This is an optimization exercise on Yosys and OpenROAD, whose aim is small area, not a production implementation. Where RTL was checked, it was by simulation tests only, not by an equivalence proof against the original. The flow treats the clock pin as an ideal source, which a real chip does not have. Power figures rest on the tool's default switching activity, not on a simulated workload.

// ofdm_payload_rx
module ofdm_payload_rx
(
    input  logic        clk,
    input  logic        reset,
    input  logic        sample_valid_i,
    input  logic [31:0] sample_i,
    input  logic [2:0]  modulation_i,
    input  logic        byte_ready_i,
    output logic        byte_valid_o,
    output logic [7:0]  byte_o,
    output logic        busy_o
);
clock: 6.0 ns
lec_check: 0
cap_margin: 20
core_margin: 2
core_utilization: 60
place_density: 0.7
slew_margin: 20
standard.sh (not shown) runs the stock make flow with config.mk's settings and CLKGATE_MAP_FILE= SYNTH_SCRIPT=/design/flow/synth_recipe.tcl, a recipe that flattens the netlist after the stock synthesis.
==> flow/flow/run.sh <==
#!/bin/bash
# Standard ORFS layout, with single-strength port buffers, a clock tree of
# smaller sink clusters without dummy loads, and clock buffers downsized
# where the clock pin slew allows.
set -euo pipefail
here="$(cd "$(dirname "${BASH_SOURCE[0]}")" && pwd)"
export BUFFER_PORTS_ARGS="-buffer_cell sky130_fd_sc_hd__buf_1"
export CTS_ARGS="-sink_clustering_enable -repair_clock_nets -sink_clustering_size 20 -sink_clustering_max_diameter 60 -buf_list sky130_fd_sc_hd__clkbuf_8 -dont_use_dummy_load"
export POST_CTS_TCL="$here/post_cts.tcl"
bash standard.sh > standard.log 2>&1
==> flow/flow/post_cts.tcl <==
# Downsize clock buffers one step wherever the flip-flop clock pins keep
# their slew under the limit.
set limit 0.118
proc my_clk_maxslew {} {
  set maxs 0
  foreach pin [get_pins -hierarchical */CLK] {
    foreach p {slew_max_rise slew_max_fall} {
      set s [get_property $pin $p]
      if {$s > $maxs} { set maxs $s }
    }
  }
  return $maxs
}
set smaller [dict create \
  sky130_fd_sc_hd__clkbuf_16 sky130_fd_sc_hd__clkbuf_8 \
  sky130_fd_sc_hd__clkbuf_8 sky130_fd_sc_hd__clkbuf_4 \
  sky130_fd_sc_hd__clkbuf_4 sky130_fd_sc_hd__clkbuf_2]
estimate_parasitics -placement
puts "clock buffer downsizing: max clock pin slew before [my_clk_maxslew]"
set n 0
foreach pass {1 2} {
  foreach inst [get_cells *] {
    set m [get_property $inst ref_name]
    if {![dict exists $smaller $m]} { continue }
    replace_cell $inst [dict get $smaller $m]
    estimate_parasitics -placement
    if {[my_clk_maxslew] > $limit} {
      replace_cell $inst $m
    } else {
      incr n
    }
  }
}
estimate_parasitics -placement
puts "clock buffer downsizing: $n steps, max clock pin slew after [my_clk_maxslew]"
detailed_placement
The first run produced a clean layout.
Change:
==> flow/flow/run.sh (replaced) <==
#!/bin/bash
# Standard ORFS layout with three changes:
#  - synthesis maps the logic with an area-oriented ABC script (flow/area.abc)
#    in place of the speed script; everything else in the synthesis, and so
#    every register, is the standard synthesis's;
#  - single-strength port buffers, and a clock tree of smaller sink clusters
#    without dummy loads;
#  - clock buffers downsized where the clock pin slew allows (post_cts.tcl).
set -euo pipefail
here="$(cd "$(dirname "${BASH_SOURCE[0]}")" && pwd)"
work="$(pwd)"
orig="$(grep -o "SYNTH_SCRIPT=[^ ]*" standard.sh | head -n 1 | cut -d= -f2- | tr -d "'")"
cat > "$work/area_synth.tcl" <<EOS
proc abc {args} {
  set i [lsearch -exact \$args -script]
  if {\$i >= 0} {
    set args [lreplace \$args [expr {\$i + 1}] [expr {\$i + 1}] {$here/area.abc}]
  }
  yosys abc {*}\$args
}
source {$orig}
EOS
sed "s|SYNTH_SCRIPT=[^ ]*|SYNTH_SCRIPT=$work/area_synth.tcl|" standard.sh > area_standard.sh
export BUFFER_PORTS_ARGS="-buffer_cell sky130_fd_sc_hd__buf_1"
export CTS_ARGS="-sink_clustering_enable -repair_clock_nets -sink_clustering_size 20 -sink_clustering_max_diameter 60 -buf_list sky130_fd_sc_hd__clkbuf_8 -dont_use_dummy_load"
export POST_CTS_TCL="$here/post_cts.tcl"
bash area_standard.sh > standard.log 2>&1
==> flow/flow/area.abc (new file) <==
strash
dch
amap
topo
dnsize -c
Effect:
- area after synthesis goes down by 3.2%
- critical path depth grows by 10
- synthesized cell count fell by 4.0%
- worst setup slack is worse by 130 ps
Change:
==> flow/flow/run.sh (replaced) <==
#!/bin/bash
# Standard ORFS layout, with single-strength port buffers, a clock tree of
# smaller sink clusters without dummy loads, and clock buffers downsized
# where the clock pin slew allows.
set -euo pipefail
here="$(cd "$(dirname "${BASH_SOURCE[0]}")" && pwd)"
export BUFFER_PORTS_ARGS="-buffer_cell sky130_fd_sc_hd__buf_1"
export CTS_ARGS="-sink_clustering_enable -repair_clock_nets -sink_clustering_size 20 -sink_clustering_max_diameter 60 -buf_list sky130_fd_sc_hd__clkbuf_8 -dont_use_dummy_load"
export POST_CTS_TCL="$here/post_cts.tcl"
bash standard.sh > standard.log 2>&1
--- a/flow/flow/post_cts.tcl
+++ b/flow/flow/post_cts.tcl
@@ -2,3 +2,3 @@
 # their slew under the limit.
-set limit 0.118
+set limit 0.112
 proc my_clk_maxslew {} {
removed: flow/flow/area.abc
The new run passed the timing, design-rule and antenna checks.
Sequential share of layout area drops by 1.4 points.
Setup slack is better by 340 ps.
Routed wire length climbs by 0.38%.
Clock-buffer cell count climbs by 1.
Register-to-register slack is better by 880 ps.
Final area climbs by 1.8%.
Global-route usage drops by 0.21 points.
Utilization drops by 0.93 points.
Sequential power climbs by 28%.
Critical path depth drops by 10.

========
## run M
Another version of the RTL of ofdm_payload_rx (not shown whole).
Size: ~1400 cells after synthesis, about 830 flip-flops, ~0.020 mm^2 of cells after synthesis.
Settings: LEC_CHECK=0, CAP_MARGIN=20, CORE_MARGIN=2, CORE_UTILIZATION=70, PLACE_DENSITY=0.8, SLEW_MARGIN=20; clock period 6.0 ns.
==> flow/flow/run.sh <==
#!/bin/bash
# Standard ORFS layout with three changes:
#  - synthesis maps the logic with an area-oriented ABC script (flow/area.abc)
#    in place of the speed script; everything else in the synthesis, and so
#    every register, is the standard synthesis's;
#  - single-strength port buffers, and a clock tree of smaller sink clusters
#    without dummy loads;
#  - clock buffers downsized where the clock pin slew allows (post_cts.tcl).
set -euo pipefail
here="$(cd "$(dirname "${BASH_SOURCE[0]}")" && pwd)"
work="$(pwd)"
orig="$(grep -o "SYNTH_SCRIPT=[^ ]*" standard.sh | head -n 1 | cut -d= -f2- | tr -d "'")"
cat > "$work/area_synth.tcl" <<EOS
proc abc {args} {
  set i [lsearch -exact \$args -script]
  if {\$i >= 0} {
    set args [lreplace \$args [expr {\$i + 1}] [expr {\$i + 1}] {$here/area.abc}]
  }
  yosys abc {*}\$args
}
source {$orig}
EOS
sed "s|SYNTH_SCRIPT=[^ ]*|SYNTH_SCRIPT=$work/area_synth.tcl|" standard.sh > area_standard.sh
export BUFFER_PORTS_ARGS="-buffer_cell sky130_fd_sc_hd__buf_1"
export CTS_ARGS="-sink_clustering_enable -repair_clock_nets -sink_clustering_size 20 -sink_clustering_max_diameter 60 -buf_list sky130_fd_sc_hd__clkbuf_8 -dont_use_dummy_load"
export POST_CTS_TCL="$here/post_cts.tcl"
bash area_standard.sh > standard.log 2>&1
==> flow/flow/area.abc <==
strash
dch
amap
topo
dnsize -c
==> flow/flow/post_cts.tcl <==
# Downsize clock buffers one step wherever the flip-flop clock pins keep
# their slew under the limit.
set limit 0.118
proc my_clk_maxslew {} {
  set maxs 0
  foreach pin [get_pins -hierarchical */CLK] {
    foreach p {slew_max_rise slew_max_fall} {
      set s [get_property $pin $p]
      if {$s > $maxs} { set maxs $s }
    }
  }
  return $maxs
}
set smaller [dict create \
  sky130_fd_sc_hd__clkbuf_16 sky130_fd_sc_hd__clkbuf_8 \
  sky130_fd_sc_hd__clkbuf_8 sky130_fd_sc_hd__clkbuf_4 \
  sky130_fd_sc_hd__clkbuf_4 sky130_fd_sc_hd__clkbuf_2]
estimate_parasitics -placement
puts "clock buffer downsizing: max clock pin slew before [my_clk_maxslew]"
set n 0
foreach pass {1 2} {
  foreach inst [get_cells *] {
    set m [get_property $inst ref_name]
    if {![dict exists $smaller $m]} { continue }
    replace_cell $inst [dict get $smaller $m]
    estimate_parasitics -placement
    if {[my_clk_maxslew] > $limit} {
      replace_cell $inst $m
    } else {
      incr n
    }
  }
}
estimate_parasitics -placement
puts "clock buffer downsizing: $n steps, max clock pin slew after [my_clk_maxslew]"
detailed_placement
[inputs] run C vs run M
- a change of PLACE_DENSITY from 0.8 to 0.7
- a change of CORE_UTILIZATION from 70 to 60
Results
- Note that the standard-cell row count recorded for run M amounts to 0.925 times the value seen in run C.
- Run C vs run M on worst setup margin: run C is the higher one.
- Compared with run M, run C shows a sequential share of layout area that is 0.45 points lower.
- For the power after layout, run C came in 0.000054 W higher than run M did.
- As far as synthesized instance count is concerned, run M and run C perform about the same.
- Area growth from synthesis to layout delta for run C relative to run M: 0.62 points higher
- Run C and run M ended up with roughly the same combinational share of power.
- Of run M and run C, the lower global routing met2 resource utilization belongs to run C.
- Run C vs. run M: number of fill cells went up by 741.

========
ofdm_payload_rx, a different RTL version from the one above (not shown whole).
For scale: about 0.025 mm2 of cells after synthesis.
make LEC_CHECK=0 CAP_MARGIN=20 CORE_MARGIN=2 CORE_UTILIZATION=60 CTS_CLUSTER_DIAMETER=100 CTS_CLUSTER_SIZE=30 PLACE_DENSITY=0.7 SLEW_MARGIN=20 finish   # period 6.0 ns
run.sh (not shown) runs the stock make flow with config.mk's settings and CLKGATE_MAP_FILE= SYNTH_SCRIPT=/design/flow/synth_recipe.tcl, a recipe that flattens the netlist after the stock synthesis.
Stock flow here: none of the scripts above is used.
==> next run, changes <==
--- a/flow/config.mk
+++ b/flow/config.mk
@@ -10,4 +10,5 @@
 export CORE_UTILIZATION = 60
-export CTS_CLUSTER_DIAMETER = 100
-export CTS_CLUSTER_SIZE = 30
+export CTS_BUF_LIST = sky130_fd_sc_hd__clkbuf_8
+export CTS_CLUSTER_DIAMETER = 60
+export CTS_CLUSTER_SIZE = 18
 export PLACE_DENSITY = 0.7
Register-to-register slack gets worse by 40 ps.
Global-route usage rises by 0.32 points.
Flip-flop and latch count does not change.
Design area stays flat.
Via count rises by 0.92%.
No functional check of the RTL was part of any run of this note.

static timing again, ports no longer ideal:
Ports are ideal in the flow. The routed layouts listed here were re-timed in OpenROAD.
Step 1, drivers: a clkbuf_16 drives clk and a buf_2 each remaining input, both assumed.
Step 2 also shifts input and output timing later by t, the mid clock arrival at the registers, as if the neighbouring blocks saw the same clock.
Three values: ideal, step 1, step 2; two values: the first two.
run	t (ns)	setup WS [ns]	worst data-port slew with drivers (ns)	cell pins on the clock port's net
the first run of note 1	0.837	2.718 / 2.676 / 3.139	0.04	1
the second run of note 1	0.846	2.583 / 2.583 / 2.583	0.03	1
the third run of note 1	0.618	2.922 / 2.875 / 3.046	0.04	1
run M	0.861	2.689 / 2.642 / 2.660	0.03	1
run C	0.613	2.919 / 2.876 / 2.739	0.06	1
the first run of note 3	0.662	2.354 / 2.300 / 2.638	0.03	1
the second run of note 3	0.683	2.320 / 2.270 / 2.638	0.03	1
After both steps setup and hold are still met in every run listed. For run C, which loses most, drivers alone change the setup slack by -0.043 ns; drivers and shift together by -0.180 ns.
